From an optimization exercise on the open Yosys and OpenROAD flow, aimed at a short achievable clock period, few clock cycles per item and low power; shortcuts taken in it are not production practice. Where RTL was checked, it was by simulation tests only, not by an equivalence proof against the original. Power figures rest on the tool's default switching activity, not on a simulated workload.

Design fmul_pipe, start of the top module:
module fmul_pipe
#(
    parameter int EXP   = 8,
    parameter int FRAC  = 23,
    parameter int WIDTH = EXP + FRAC + 1
) (
    input  logic              clk,
    input  logic              rst,
    input  logic              in_valid,
    output logic              in_ready,
    input  logic [WIDTH-1:0]  a,
    input  logic [WIDTH-1:0]  b,
    input  logic [1:0]        round_mode,
    output logic              out_valid,
    input  logic              out_ready,
    output logic [WIDTH-1:0]  r,
    output logic [NFLAGS-1:0] flags
);
==> flow/config.mk <==
export PLATFORM = sky130hd
export DESIGN_NAME = fmul_pipe
export DESIGN_NICKNAME = fmul_pipe
export VERILOG_FILES = /design/flow/design.v
export SDC_FILE = /design/flow/constraint.sdc
export NUM_CORES = 4
export LEC_CHECK = 0
export CAP_MARGIN = 20
export CORE_MARGIN = 2
export CORE_UTILIZATION = 40
export CTS_CLUSTER_DIAMETER = 150
export CTS_CLUSTER_SIZE = 20
export SETUP_SLACK_MARGIN = 4.3
export SLEW_MARGIN = 20
==> flow/constraint.sdc <==
create_clock -name core_clock -period 8.0 [get_ports {clk}]
set_input_delay 1.6000 -clock core_clock [delete_from_list [all_inputs] [get_ports {clk}]]
set_output_delay 1.6000 -clock core_clock [all_outputs]
set_load 0.01 [all_outputs]
run.sh (not shown) runs the stock make flow with config.mk's settings and CLKGATE_MAP_FILE= SYNTH_SCRIPT=/design/flow/synth_recipe.tcl, a recipe that flattens the netlist after the stock synthesis.
Testbench counts at the start, summed over its fixed seeds: cycles 32,032, items 32,000.
Then changed:
--- a/flow/design.v
+++ b/flow/design.v
@@ -2436,25 +2436,25 @@
     logic [36:0] h_q, xw;
     logic [36:0] bq [NB];
     logic [2:0]  bcnt, rp, wp, cnt;
     logic        pop, push, hfree, bemp, bwr, brd;
     logic [2:0]  cnt_n;
     assign pop   = hv & out_ready;
     assign push  = v2;
     assign hfree = ~hv | pop;
     assign bemp  = (bcnt == 3'd0);
     assign brd   = hfree & ~bemp;
     assign bwr   = push & ~(hfree & bemp);
     assign cnt_n = cnt + 3'(acc) - 3'(pop);
-    assign xw    = {x_r, x_f} & {37{bwr}};
+    assign xw    = {x_r, x_f};
     always_ff @(posedge clk or posedge rst) begin
         if (rst) begin
             hv       <= 1'b0;
             bcnt     <= 3'd0;
             rp       <= 3'd0;
             wp       <= 3'd0;
             cnt      <= 3'd0;
             in_ready <= 1'b1;
         end else begin
             hv       <= ~hfree | ~bemp | push;
             bcnt     <= bcnt + 3'(bwr) - 3'(brd);
             if (brd) rp <= (rp == 3'(NB - 1)) ? 3'd0 : rp + 3'd1;
After rerunning: Count of clock-buffer cells in the layout does not change. Sequential cell count stays the same. Utilization stays flat. Non-clock buffer count shrinks by 2. Final area shrinks slightly. Hold slack hardly moves. Area after synthesis shrinks slightly. Sequential share of layout area grows by 0.22 points. Global-route usage shrinks by 0.74 points. Sequential power grows slightly.
The RTL of the second run of this note was laid out without a check of its function.


## north
Another version of the RTL of fmul_pipe (not shown whole).
For scale: ~420 flip-flops, ~110 I/O pins.
Settings: LEC_CHECK=0, CAP_MARGIN=20, CORE_MARGIN=2, CORE_UTILIZATION=40, SETUP_SLACK_MARGIN=4.5, SLEW_MARGIN=20; clock period 8.0 ns.
Testbench counts of north, summed over its fixed seeds: cycles 32,032, items 32,000.
diff inputs: north => south
--- a/flow/design.v
+++ b/flow/design.v
@@ -18,42 +18,37 @@
             fp_qnan[frac_w - 1 + k] = 1'b1;
         end
     endfunction
 endpackage
 import fp_pkg::*;
 module fp_round (
     input  logic        i_sign,
     input  logic        i_rne,      
     input  logic        i_dirup,    
     input  logic        i_spec,     
     input  logic        i_nan,
     input  logic        i_inf,
-    input  logic [9:0]  i_e0,       
+    input  logic [7:0]  i_ex0,
+    input  logic [7:0]  i_ex1,
+    input  logic [7:0]  i_ex2,
+    input  logic        i_uf0,
+    input  logic        i_uf1,
+    input  logic        i_of0,
+    input  logic        i_of1,
+    input  logic        i_of2,
     input  logic [26:0] i_p,
     input  logic        i_stl,
     output logic [31:0] o_res,
     output logic [4:0]  o_flags
 );
-    logic signed [9:0] e0;
-    logic [7:0]  i_ex0, i_ex1, i_ex2;
-    logic        i_uf0, i_uf1, i_of0, i_of1, i_of2;
-    assign e0    = i_e0;
-    assign i_ex0 = e0[7:0];
-    assign i_ex1 = e0[7:0] + 8'd1;
-    assign i_ex2 = e0[7:0] + 8'd2;
-    assign i_uf0 = (e0 <= 0);
-    assign i_uf1 = (e0 < 0);
-    assign i_of0 = (e0 >= 255);
-    assign i_of1 = (e0 >= 254);
-    assign i_of2 = (e0 >= 253);
     logic        hi;
     logic [22:0] m1, m0, inc1, inc0, mr1, mr0;
     logic        g1, r1, s1, g0, r0, s0, nx1, nx0, up1, up0, all1, all0, cy1, cy0;
     assign hi  = i_p[26];
     assign m1  = i_p[25:3];
     assign g1  = i_p[2];
     assign r1  = i_p[1];
     assign s1  = i_p[0] | i_stl;
     assign m0  = i_p[24:2];
     assign g0  = i_p[1];
     assign r0  = i_p[0];
     assign s0  = i_stl;
@@ -1828,52 +1823,70 @@
     always_ff @(posedge clk) spec_E <= spec_B;
     logic nan_E;
     always_ff @(posedge clk) nan_E <= nan_B;
     logic inf_E;
     always_ff @(posedge clk) inf_E <= inf_B;
     logic [9:0] e0_E;
     always_ff @(posedge clk) e0_E <= e0_B;
     logic [47:0] prod;
     assign prod = r0_E + r1_E;
     logic [20:0] zx, zo;
     assign zx = r0_E[20:0] ^ r1_E[20:0];
     assign zo = {r0_E[19:0] | r1_E[19:0], 1'b0};
+    logic [9:0] e0p1, e0p2;
+    assign e0p1 = e0_E + 10'd1;
+    assign e0p2 = e0_E + 10'd2;
     logic v2;
     always_ff @(posedge clk or posedge rst)
         if (rst) v2 <= 1'b0;
         else v2 <= v1;
     logic sgn_F;
     always_ff @(posedge clk) sgn_F <= sgn_E;
     logic rne_F;
     always_ff @(posedge clk) rne_F <= rne_E;
     logic dirup_F;
     always_ff @(posedge clk) dirup_F <= dirup_E;
     logic spec_F;
     always_ff @(posedge clk) spec_F <= spec_E;
     logic nan_F;
     always_ff @(posedge clk) nan_F <= nan_E;
     logic inf_F;
     always_ff @(posedge clk) inf_F <= inf_E;
-    logic [9:0] e0_F;
-    always_ff @(posedge clk) e0_F <= e0_E;
+    logic [7:0] ex0_F;
+    always_ff @(posedge clk) ex0_F <= e0_E[7:0];
+    logic [7:0] ex1_F;
+    always_ff @(posedge clk) ex1_F <= e0p1[7:0];
+    logic [7:0] ex2_F;
+    always_ff @(posedge clk) ex2_F <= e0p2[7:0];
+    logic uf0_F;
+    always_ff @(posedge clk) uf0_F <= $signed(e0_E) <= 0;
+    logic uf1_F;
+    always_ff @(posedge clk) uf1_F <= $signed(e0_E) < 0;
+    logic of0_F;
+    always_ff @(posedge clk) of0_F <= $signed(e0_E) >= 255;
+    logic of1_F;
+    always_ff @(posedge clk) of1_F <= $signed(e0_E) >= 254;
+    logic of2_F;
+    always_ff @(posedge clk) of2_F <= $signed(e0_E) >= 253;
     logic [26:0] p_F;
     always_ff @(posedge clk) p_F <= prod[47:21];
     logic stl_F;
     always_ff @(posedge clk) stl_F <= |(zx ^ zo);
     logic [31:0] x_r;
     logic [4:0]  x_f;
     fp_round u_round (
         .i_sign(sgn_F), .i_rne(rne_F), .i_dirup(dirup_F),
         .i_spec(spec_F), .i_nan(nan_F), .i_inf(inf_F),
-        .i_e0(e0_F),
+        .i_ex0(ex0_F), .i_ex1(ex1_F), .i_ex2(ex2_F),
+        .i_uf0(uf0_F), .i_uf1(uf1_F), .i_of0(of0_F), .i_of1(of1_F), .i_of2(of2_F),
         .i_p(p_F), .i_stl(stl_F),
         .o_res(x_r), .o_flags(x_f));
     localparam int NB = 4;
     localparam int K  = NB + 1;
     logic        hv;
     logic [36:0] h_q;
     logic [36:0] bq [NB];
     logic [2:0]  bcnt, rp, wp, cnt;
     logic        pop, push, hfree, bemp, bwr, brd;
     logic [2:0]  cnt_n;
     assign pop   = hv & out_ready;
     assign push  = v2;
### Flow results
Worst path buffer plus inverter count: south < north
Any difference in cell area reported after detailed placement between south and north is small enough to ignore.
Worst slew margin relative to its limit: south vs north up 1.3 points
south against north: mean cell area of the mapped netlist up 0.11 um^2; fraction of met3 tracks used by global routing fell by 1.0 points; shortest clock period the worst path allows after layout now sits higher; wire length on met1 -5.1%; share of the cycle needed by the critical path after routing increased 0.60 points.
Only the layout flow was run in south; the RTL was not checked for function there.

==> separate check: timing with driven ports <==
In the flow no input, the clock included, has a driving cell. The finished layouts below were timed again as built, in two steps.
Step 1 (the two cells are an assumption about what drives the block):
set clk [get_ports {clk}]
set_driving_cell -lib_cell sky130_fd_sc_hd__clkbuf_16 $clk
set_driving_cell -lib_cell sky130_fd_sc_hd__buf_2 [delete_from_list [all_inputs] $clk]
Step 2 moves the port delays by t, midway between the first and last clock arrival at a register: inputs arrive t later, outputs are due t later. That takes back most of the time a late clock gives input paths.
Three values: ideal, step 1, step 2; two values: the first two.
run | t, ns | setup slack, ns | latest minus earliest clock arrival (ns) | cell pins on the clock port's net
the first run of note 1 | 0.669 | 4.317 / 4.360 / 3.696 | 0.045 / 0.045 | 1
the second run of note 1 | 0.672 | 4.280 / 4.305 / 3.633 | 0.059 / 0.060 | 1
north | 0.653 | 3.654 / 3.654 / 3.654 | 0.033 / 0.033 | 1
south | 0.633 | 3.605 / 3.605 / 3.549 | 0.055 / 0.055 | 1
After both steps every run listed still meets setup and hold. For the second run of note 1, which loses most, drivers alone change the setup slack by +0.025 ns; drivers and shift together by -0.647 ns.
